This is an optimization exercise on Yosys and OpenROAD, whose aim is small area and few clock cycles per item, not a production implementation.
Only simulation tests tie the RTL to the original design; equivalence was not proved.
Power is estimated from default activity; no workload was simulated.

--- flow/design.v ---
package conv_pkg;
  localparam int img_width  = 128;
  localparam int img_height = 128;
  localparam int pix_count  = img_width * img_height;
  localparam int pool_width = img_width / 2;
  localparam int pool_count = pool_width * (img_height / 2);
  typedef logic [7:0]        pixel_t;
  typedef logic [11:0]       feature_t;
  typedef logic signed [2:0] coef_t;
  typedef logic [13:0] img_addr_t;
  typedef logic [13:0] l0_addr_t;
  typedef logic [11:0] l1_addr_t;
  localparam logic [26:0] kernel = {
    3'b101, 3'b010, 3'b001,
    3'b010, 3'b001, 3'b000,
    3'b001, 3'b000, 3'b110
  };
  typedef struct packed {
    logic   valid;
    logic   flush;
    pixel_t data;
  } pixel_beat_t;
  typedef struct packed {
    pixel_t [0:8] taps;
    logic         valid;
    logic         top;
    logic         bottom;
    logic         left;
    logic         right;
  } window_t;
  typedef struct packed {
    logic     valid;
    feature_t data;
  } feature_beat_t;
  typedef struct packed {
    logic     wen;
    l0_addr_t addr;
    feature_t data;
  } l0_write_t;
  typedef struct packed {
    logic     wen;
    l1_addr_t addr;
    feature_t data;
  } l1_write_t;
endpackage
module line_buffer #(
  parameter int width = 8,
  parameter int depth = conv_pkg::img_width
) (
  input  logic             clk,
  input  logic             en,
  input  logic [width-1:0] din,
  output logic [width-1:0] dout
);
  logic [width-1:0] mem [depth];
  always_ff @(posedge clk) begin
    if (en) begin
      mem[0] <= din;
      for (int i = 1; i < depth; i++) begin
        mem[i] <= mem[i-1];
      end
    end
  end
  assign dout = mem[depth-1];
endmodule
module conv_window (
  input  logic                  clk,
  input  logic                  reset,
  input  conv_pkg::pixel_beat_t pix,
  output conv_pkg::window_t     win
);
  conv_pkg::pixel_t       row1_out;
  conv_pkg::pixel_t       row2_out;
  conv_pkg::pixel_t [2:0] top_sr;
  conv_pkg::pixel_t [2:0] mid_sr;
  conv_pkg::pixel_t [2:0] bot_sr;
  logic [7:0] fill_cnt;
  logic [7:0] row;
  logic [7:0] col;
  logic       fire;
  logic       last_center;
  logic       valid_q;
  logic       top_q;
  logic       bottom_q;
  logic       left_q;
  logic       right_q;
  line_buffer #(.width(8), .depth(conv_pkg::img_width)) row1_buf (
    .clk  (clk),
    .en   (pix.valid),
    .din  (pix.data),
    .dout (row1_out)
  );
  line_buffer #(.width(8), .depth(conv_pkg::img_width)) row2_buf (
    .clk  (clk),
    .en   (pix.valid),
    .din  (row1_out),
    .dout (row2_out)
  );
  assign fire        = pix.valid && (fill_cnt == 8'(conv_pkg::img_width + 1));
  assign last_center = (row == 8'(conv_pkg::img_height - 1)) &&
                       (col == 8'(conv_pkg::img_width - 1));
  always_ff @(posedge clk) begin
    if (pix.valid) begin
      top_sr <= {row2_out, top_sr[2:1]};
      mid_sr <= {row1_out, mid_sr[2:1]};
      bot_sr <= {pix.data, bot_sr[2:1]};
    end
  end
  always_ff @(posedge clk or posedge reset) begin
    if (reset) begin
      fill_cnt <= '0;
      row      <= '0;
      col      <= '0;
      valid_q  <= 1'b0;
      top_q    <= 1'b0;
      bottom_q <= 1'b0;
      left_q   <= 1'b0;
      right_q  <= 1'b0;
    end else begin
      valid_q <= fire;
      if (pix.valid && !fire) begin
        fill_cnt <= fill_cnt + 1'b1;
      end
      if (fire) begin
        top_q    <= (row == '0);
        bottom_q <= (row == 8'(conv_pkg::img_height - 1));
        left_q   <= (col == '0);
        right_q  <= (col == 8'(conv_pkg::img_width - 1));
        if (col == 8'(conv_pkg::img_width - 1)) begin
          col <= '0;
          row <= last_center ? '0 : row + 1'b1;
        end else begin
          col <= col + 1'b1;
        end
        if (last_center) begin
          fill_cnt <= '0;
        end
      end
    end
  end
  always_comb begin
    win.taps   = {top_sr[0], top_sr[1], top_sr[2],
                  mid_sr[0], mid_sr[1], mid_sr[2],
                  bot_sr[0], bot_sr[1], bot_sr[2]};
    win.valid  = valid_q;
    win.top    = top_q;
    win.bottom = bottom_q;
    win.left   = left_q;
    win.right  = right_q;
  end
endmodule
module conv_kernel (
  input  logic                clk,
  input  logic                reset,
  input  conv_pkg::window_t   win,
  output conv_pkg::l0_write_t l0_write
);
  typedef logic signed [13:0] sum_t;
  sum_t               prod [9];
  sum_t               pair_q [5];
  sum_t               half_q [2];
  sum_t               total;
  sum_t               clipped;
  logic               v1;
  logic               v2;
  logic               wen_q;
  conv_pkg::l0_addr_t addr_q;
  conv_pkg::feature_t data_q;
  always_comb begin
    for (int i = 0; i < 9; i++) begin
      if ((win.top && i < 3) || (win.bottom && i > 5) ||
          (win.left && i % 3 == 0) || (win.right && i % 3 == 2)) begin
        prod[i] = '0;
      end else begin
        prod[i] = sum_t'($signed({1'b0, win.taps[i]})) *
                  sum_t'($signed(conv_pkg::kernel[3*i +: 3]));
      end
    end
  end
  assign total   = half_q[0] + half_q[1];
  assign clipped = total[13] ? '0 : total;
  always_ff @(posedge clk) begin
    pair_q[0] <= prod[0] + prod[1];
    pair_q[1] <= prod[2] + prod[3];
    pair_q[2] <= prod[4] + prod[5];
    pair_q[3] <= prod[6] + prod[7];
    pair_q[4] <= prod[8];
    half_q[0] <= pair_q[0] + pair_q[1];
    half_q[1] <= pair_q[2] + pair_q[3] + pair_q[4];
    data_q    <= clipped[11:0];
  end
  always_ff @(posedge clk or posedge reset) begin
    if (reset) begin
      v1     <= 1'b0;
      v2     <= 1'b0;
      wen_q  <= 1'b0;
      addr_q <= '0;
    end else begin
      v1    <= win.valid;
      v2    <= v1;
      wen_q <= v2;
      if (wen_q) begin
        addr_q <= addr_q + 1'b1;
      end
    end
  end
  assign l0_write = {wen_q, addr_q, data_q};
endmodule
module max_pool (
  input  logic                    clk,
  input  logic                    reset,
  input  conv_pkg::feature_beat_t l0_beat,
  output conv_pkg::l1_write_t     l1_write,
  output logic                    last_write
);
  conv_pkg::feature_t up;
  conv_pkg::feature_t prev;
  conv_pkg::feature_t prev_up;
  conv_pkg::feature_t block_max;
  conv_pkg::feature_t data_q;
  conv_pkg::l1_addr_t addr_q;
  logic [$clog2(conv_pkg::img_width)-1:0]  col;
  logic [$clog2(conv_pkg::img_height)-1:0] row;
  logic pool_beat;
  logic wen_q;
  function automatic logic [11:0] max2(input logic [11:0] a,
                                       input logic [11:0] b);
    max2 = (a > b) ? a : b;
  endfunction
  line_buffer #(.width(12), .depth(conv_pkg::img_width)) row_buf (
    .clk  (clk),
    .en   (l0_beat.valid),
    .din  (l0_beat.data),
    .dout (up)
  );
  assign pool_beat = l0_beat.valid && row[0] && col[0];
  assign block_max = max2(max2(l0_beat.data, prev), max2(up, prev_up));
  always_ff @(posedge clk) begin
    if (l0_beat.valid) begin
      prev    <= l0_beat.data;
      prev_up <= up;
    end
    if (pool_beat) begin
      data_q <= block_max;
    end
  end
  always_ff @(posedge clk or posedge reset) begin
    if (reset) begin
      row    <= '0;
      col    <= '0;
      wen_q  <= 1'b0;
      addr_q <= '0;
    end else begin
      wen_q <= pool_beat;
      if (wen_q) begin
        addr_q <= addr_q + 1'b1;
      end
      if (l0_beat.valid) begin
        if (col == conv_pkg::img_width - 1) begin
          col <= '0;
          row <= (row == conv_pkg::img_height - 1) ? '0 : row + 1'b1;
        end else begin
          col <= col + 1'b1;
        end
      end
    end
  end
  assign l1_write   = {wen_q, addr_q, data_q};
  assign last_write = wen_q && (addr_q == conv_pkg::l1_addr_t'(conv_pkg::pool_count - 1));
endmodule
module frame_control (
  input  logic                  clk,
  input  logic                  reset,
  input  logic                  ready,
  input  conv_pkg::pixel_t      idata,
  input  logic                  last_write,
  output conv_pkg::img_addr_t   iaddr,
  output conv_pkg::pixel_beat_t pix,
  output logic                  busy
);
  typedef enum logic [1:0] {
    st_idle,
    st_read,
    st_flush,
    st_drain
  } state_t;
  state_t     state;
  state_t     state_next;
  logic [7:0] flush_cnt;
  logic       read_q;
  logic       flush_q;
  logic       last_addr;
  logic       last_flush;
  assign last_addr  = (iaddr == conv_pkg::img_addr_t'(conv_pkg::pix_count - 1));
  assign last_flush = (flush_cnt == 8'(conv_pkg::img_width));
  always_comb begin
    state_next = state;
    case (state)
      st_idle:  if (ready) state_next = st_read;
      st_read:  if (last_addr) state_next = st_flush;
      st_flush: if (last_flush) state_next = st_drain;
      st_drain: if (last_write) state_next = st_idle;
      default:  state_next = st_idle;
    endcase
  end
  always_ff @(posedge clk or posedge reset) begin
    if (reset) begin
      state     <= st_idle;
      iaddr     <= '0;
      flush_cnt <= '0;
      read_q    <= 1'b0;
      flush_q   <= 1'b0;
      busy      <= 1'b0;
    end else begin
      state <= state_next;
      read_q  <= (state == st_read);
      flush_q <= (state == st_flush);
      if (state == st_read) begin
        iaddr <= iaddr + 1'b1;
      end
      if (state == st_flush) begin
        flush_cnt <= last_flush ? '0 : flush_cnt + 1'b1;
      end
      if (state == st_idle && ready) begin
        busy <= 1'b1;
      end else if (state == st_drain && last_write) begin
        busy <= 1'b0;
      end
    end
  end
  always_comb begin
    pix.valid = read_q | flush_q;
    pix.flush = flush_q;
    pix.data  = read_q ? idata : '0;
  end
endmodule
module conv_top (
  input  logic                clk,
  input  logic                reset,
  input  logic                ready,
  input  logic [7:0]          idata,
  output logic                busy,
  output logic [13:0]         iaddr,
  output logic                l0_wen,
  output logic [13:0]         l0_addr,
  output logic [11:0]         l0_data,
  output logic                l1_wen,
  output logic [11:0]         l1_addr,
  output logic [11:0]         l1_data
);
  conv_pkg::l0_write_t     l0_write;
  conv_pkg::l1_write_t     l1_write;
  conv_pkg::pixel_beat_t   pix;
  conv_pkg::window_t       win;
  conv_pkg::feature_beat_t l0_beat;
  logic                    last_write;
  assign l0_wen  = l0_write.wen;
  assign l0_addr = l0_write.addr;
  assign l0_data = l0_write.data;
  assign l1_wen  = l1_write.wen;
  assign l1_addr = l1_write.addr;
  assign l1_data = l1_write.data;
  assign l0_beat = {l0_write.wen, l0_write.data};
  frame_control frame_control_inst (
    .clk        (clk),
    .reset      (reset),
    .ready      (ready),
    .idata      (idata),
    .last_write (last_write),
    .iaddr      (iaddr),
    .pix        (pix),
    .busy       (busy)
  );
  conv_window conv_window_inst (
    .clk   (clk),
    .reset (reset),
    .pix   (pix),
    .win   (win)
  );
  conv_kernel conv_kernel_inst (
    .clk      (clk),
    .reset    (reset),
    .win      (win),
    .l0_write (l0_write)
  );
  max_pool max_pool_inst (
    .clk        (clk),
    .reset      (reset),
    .l0_beat    (l0_beat),
    .l1_write   (l1_write),
    .last_write (last_write)
  );
endmodule
--- flow/run.sh ---
#!/bin/bash
# synth_recipe.tcl (not shown) runs the flow's synth.tcl, then flattens the netlist and writes it again
# the make line also repeats each setting of config.mk as NAME=value (left out here)
make -C /OpenROAD-flow-scripts/flow DESIGN_CONFIG=/design/flow/config.mk WORK_HOME=/design/flow/orfs CLKGATE_MAP_FILE= SYNTH_SCRIPT=/design/flow/synth_recipe.tcl finish
--- flow/config.mk ---
export PLATFORM = sky130hd
export DESIGN_NAME = conv_top
export DESIGN_NICKNAME = conv_top
export VERILOG_FILES = /design/flow/design.v
export SDC_FILE = /design/flow/constraint.sdc
export NUM_CORES = 4
export LEC_CHECK = 0
export CAP_MARGIN = 20
export CORE_MARGIN = 2
export CORE_UTILIZATION = 45
export PLACE_DENSITY = 0.6
export SLEW_MARGIN = 20
--- flow/constraint.sdc ---
create_clock -name core_clock -period 10.0 [get_ports {clk}]
set_input_delay 2.0000 -clock core_clock [delete_from_list [all_inputs] [get_ports {clk}]]
set_output_delay 2.0000 -clock core_clock [all_outputs]
set_load 0.01 [all_outputs]
==> summary.log <==
[outcome] status finished clean
[power] Sequential Power Share 0.557
[synth] number of library cell types mapped by synthesis 60
[cells_and_area] final-layout fill cell count 20100
[floorplan] full die area 270000 um2
[global_routing] overall global routing resource usage 0.109
[timing] final setup vio count 0
[synth] most frequent cell after synthesis sky130_fd_sc_hd__edfxtp_1
[setup_path] CP Max Fanout 182
[floorplan] CORE AREA 265000 um2
[setup_path] launching element of the worst setup path conv_kernel_inst.wen_q
[synth] Main synth FF type sky130_fd_sc_hd__edfxtp_1
[min_path] worst min path class flip-flop to flip-flop
[clock_tree] H-Tree Level Count 5
[placed_design] global placer's final weighted congestion 0.746
[floorplan] total I/O pin count 78
[power] Gate power share 0.020
[power] Internal Power 25400 uW
[clock_tree] # hold bufs at CTS 0
[clock_tree] post-CTS setup buffer count 0
[power] Overall Power 31500 uW
[detailed_routing] detail-routed via count per cell 4.69
[power] maximum resistive drop on vdd 0.202 mV
[cells_and_area] cell area after layout 137000 um2
[placed_design] buffers added on ports 77
[clock_tree] Root Driver sky130_fd_sc_hd__clkbuf_16
[clock_tree] clock input transition at the sequential cells of the worst setup and hold paths 0.06 ns
[power] switching power total 6050 uW
[clock_tree] clk buf depth 4
[timing] worst slew slack as a fraction of its limit 0.187
[setup_path] type of destination of the critical path flip-flop
[detailed_routing] detailed-routing iteration count for the pre-antenna-repair pass 5
[synth] main area contributors after synthesis sky130_fd_sc_hd__edfxtp_1 91%, sky130_fd_sc_hd__dfrtp_1 2.1%, sky130_fd_sc_hd__dfxtp_1 1.5%
[placed_design] standard cell area after detailed placement 125000 um2
[synth] fraction of post-synthesis cell area in the top cell type by area 0.911
[detailed_routing] Iteration-0 DRC Markers 3899
[detailed_routing] number of DRC violations after detailed routing 0
[cells_and_area] Net count, final 5331
[setup_path] data required time at the worst endpoint 10.46 ns
[timing] worst clock skew 0.0397 ns
[power] power density cells 230 nW/um2
[detailed_routing] Routed WL 151000 um
[synth] Yosys warning count 11
[power] fraction of power spent switching nets 0.192
[detailed_routing] Via Count 42300
[timing] final period utilization 0.487
[timing] Highest Clock Rate 0.205 GHz
[setup_path] crit path launch type flip-flop
[timing] slew at the pin closest to its max-slew limit 1.22 ns
[synth] area leader, netlist sky130_fd_sc_hd__edfxtp_1
[synth] share of synthesized flip-flops with an asynchronous set or reset 0.0262
[synth] count of state elements after synthesis 3824
[global_routing] pin count of the biggest net entering global routing 233
[synth] number of instances in the synthesized netlist 4713
[timing] setup repair after global routing missed its margin false
[detailed_routing] average detailed-routed wire length per instance 16.8 um
[synth] post-synthesis average cell area 25.4 um2
[clock_tree] TritonCTS Buffers 369
[cells_and_area] layout cell share with drive strength beyond 1 0.105
[synth] sequential cell area fraction in the yosys report 0.947
[detailed_routing] final antenna-violating net count 0
[setup_path] reg2reg start conv_kernel_inst.wen_q
[timing] count of final hold-check violations 0
[placed_design] HPWL after detailed placement 72200 um
[floorplan] effective utilization at floorplan 0.452
[global_routing] via count of the first global-routing pass 41300
[clock_tree] clock latency on the worst-skew pair 0.87 ns
[timing] Final Critical Period 4.87 ns
[floorplan] x dimension of the die 520 um
[floorplan] Chip Height 520 um
[synth] count of flip-flops with a built-in enable after synthesis 3632
[setup_path] data arrival at the endpoint of the critical path 5.33 ns
[synth] post-synthesis instance area 120000 um2
[clock_tree] post-cts resize count 0
[global_routing] total overflow reported by the global router 0
[power] static leakage 0.0398 uW
[flow_run] number of violations of the max-capacitance limit 0
[clock_tree] CTS Sinks 3824
[timing] setup TNS 0 ns
[floorplan] total number of placement rows 189
[setup_path] critical path class flip-flop to flip-flop
[timing] Slew Limit Fails 0
[power] share of total power in the clock network 0.423
[synth] synthesized netlist net count 4858
[global_routing] number of antenna violations at the first check in global routing 5
[cells_and_area] P&R area growth vs syn 14.5%
[global_routing] wire length of the first global-routing pass 237000 um
[min_path] worst hold start conv_kernel_inst.pair_q[1][0]
[clock_tree] clock tree from TritonCTS built
[synth] cell types with the highest counts after synthesis 3632 x sky130_fd_sc_hd__edfxtp_1, 118 x sky130_fd_sc_hd__ha_1, 101 x sky130_fd_sc_hd__inv_1
==> through the flow <==
stage	utilization	std cells	setup slack, ns	hold slack, ns
CTS	0.517	9009	5.06	0.339
finish	0.517	9013	5.13	0.338
global placement	0.473	8345	4.99	0.316
global route	0.517	9013	4.72	0.344
detailed placement	0.473	8345	5.00	0.325
floorplan	-	4713	-22.20	0.310
==> logic make-up (layout without fill, tap and decap cells) <==
kind of cell	Yosys count	in the layout	synth area share
flops	3824	3824	0.947
compound gates	144	144	0.00750
buf+inv	116	882	0.00378
other cells	0	1	0
simple gates	339	339	0.0145
fa+ha+maj	134	134	0.0150
mux	45	45	0.00384
xor+xnor	111	111	0.00818
==> worst max-delay path, stage by stage, from the launching register on <==
cell,delay [ns]
sky130_fd_sc_hd__dfrtp_4,0.89
sky130_fd_sc_hd__buf_12,0.73
sky130_fd_sc_hd__buf_4,0.87
sky130_fd_sc_hd__buf_4,0.83
sky130_fd_sc_hd__buf_4,0.94
==> registers in the layout, indices dropped and copies added (netlist names), 14 cells and up <==
signal / count
max_pool_inst.row_buf.mem: 1536
conv_kernel_inst.pair_q: 52
conv_window_inst.row2_buf.mem: 1022
conv_kernel_inst.half_q: 28
conv_window_inst.top_sr: 24
frame_control_inst.iaddr: 14
conv_window_inst.row1_buf.mem: 1022
conv_kernel_inst.addr_q: 14
==> per-layer routing <==
metal | track usage | up-vias | share of wire
li1 | - | 19600 | -
met1 | 0.179 | 21700 | 0.51
met2 | 0.143 | 717 | 0.41
met3 | 0.0248 | 318 | 0.046
met4 | 0.0373 | 2 | 0.028
met5 | 0 | - | 0.000086
==> final cells by class <==
cell class | count | area, um2 | area share
diodes | 1 | 2.50 | 0.0000183
clock inverters | 180 | 1760 | 0.0128
repair buffers | 115 | 1250 | 0.00910
well taps | 3533 | 4420 | 0.0323
flip-flops and latches | 3824 | 113000 | 0.828
multi-input cells | 773 | 5890 | 0.0430
clock buffers | 484 | 9920 | 0.0724
inverters | 103 | 394 | 0.00288
==> cells in the final DEF (no fill, tap or decap), types with 6 or more instances in the layout <==
cell type	n
sky130_fd_sc_hd__dfrtp_1	99
sky130_fd_sc_hd__clkbuf_1	99
sky130_fd_sc_hd__a31oi_1	6
sky130_fd_sc_hd__and2_1	30
sky130_fd_sc_hd__or2_2	7
sky130_fd_sc_hd__nand3_1	30
sky130_fd_sc_hd__nor3_1	20
sky130_fd_sc_hd__clkinv_2	59
sky130_fd_sc_hd__and3_1	8
sky130_fd_sc_hd__a211oi_1	7
sky130_fd_sc_hd__clkinv_1	56
sky130_fd_sc_hd__o21ai_0	35
sky130_fd_sc_hd__clkinvlp_4	19
sky130_fd_sc_hd__ha_1	118
sky130_fd_sc_hd__clkbuf_16	377
sky130_fd_sc_hd__nand4_1	32
sky130_fd_sc_hd__buf_4	21
sky130_fd_sc_hd__mux2i_1	38
sky130_fd_sc_hd__fa_1	16
sky130_fd_sc_hd__nand2_1	68
sky130_fd_sc_hd__dfxtp_1	92
sky130_fd_sc_hd__or3_1	7
sky130_fd_sc_hd__xor2_1	42
sky130_fd_sc_hd__nor2b_1	30
sky130_fd_sc_hd__nand2b_1	11
sky130_fd_sc_hd__inv_1	99
sky130_fd_sc_hd__bufinv_16	29
sky130_fd_sc_hd__xnor2_1	68
sky130_fd_sc_hd__clkbuf_8	8
sky130_fd_sc_hd__mux2_2	7
sky130_fd_sc_hd__clkdlybuf4s50_1	77
sky130_fd_sc_hd__nor2_1	82
sky130_fd_sc_hd__buf_12	9
sky130_fd_sc_hd__edfxtp_1	3632
sky130_fd_sc_hd__a21o_1	22
sky130_fd_sc_hd__a21oi_1	40
==> worst paths after layout <==
check	endpoint	slack (ns)	cells past startpoint
max in group asynchronous	frame_control_inst.iaddr[2]	7.15	3
min reg2reg	conv_kernel_inst.half_q[0][0]	0.34	0
max	max_pool_inst.row_buf.mem[97][8]	5.13	4
min	conv_kernel_inst.half_q[0][0]	0.34	0
min in group asynchronous	conv_kernel_inst.addr_q[13]	1.54	2
max reg2reg	max_pool_inst.row_buf.mem[97][8]	5.13	4
==> power groups by stage <==
| stage | sequential [uW] | combinational, uW | clock, uW |
|---|---|---|---|
| 4_1_cts | 17500 | 659 | 13800 |
| 3_5_place_dp | 17900 | 654 | 0 |
| 6_report | 17500 | 632 | 13300 |
| 2_1_floorplan | 17800 | 401 | 0 |
| 5_1_grt | 17500 | 720 | 14400 |
| 3_3_place_gp | 17900 | 644 | 0 |
Testbench counts, summed over its fixed seeds: cycles 297,366, frames 18.

[static timing again, ports no longer ideal]
The results above use ideal ports. As a check the final layout listed here was re-extracted and re-timed, cells and wires unchanged. Step 1 (the two cells are an assumption about what drives the block):
set clk [get_ports {clk}]
set_driving_cell -lib_cell sky130_fd_sc_hd__clkbuf_16 $clk
set_driving_cell -lib_cell sky130_fd_sc_hd__buf_2 [delete_from_list [all_inputs] $clk]
Step 2 also shifts input and output timing later by t, the mid clock arrival at the registers, as if the neighbouring blocks saw the same clock. Slacks: ideal / step 1 / step 2; pairs: ideal / step 1.
shift t [ns]: 0.927
setup WS [ns]: 5.132 / 5.132 / 5.132
worst setup path at the end: register to register
worst register clock-pin slew, ns: 0.07 / 0.07
worst slew at a driven data input, ns: 0.03
After both steps setup and hold are still met in this run. The setup slack of this run moves by 0.000 ns with the drivers and by 0.000 ns with both steps.
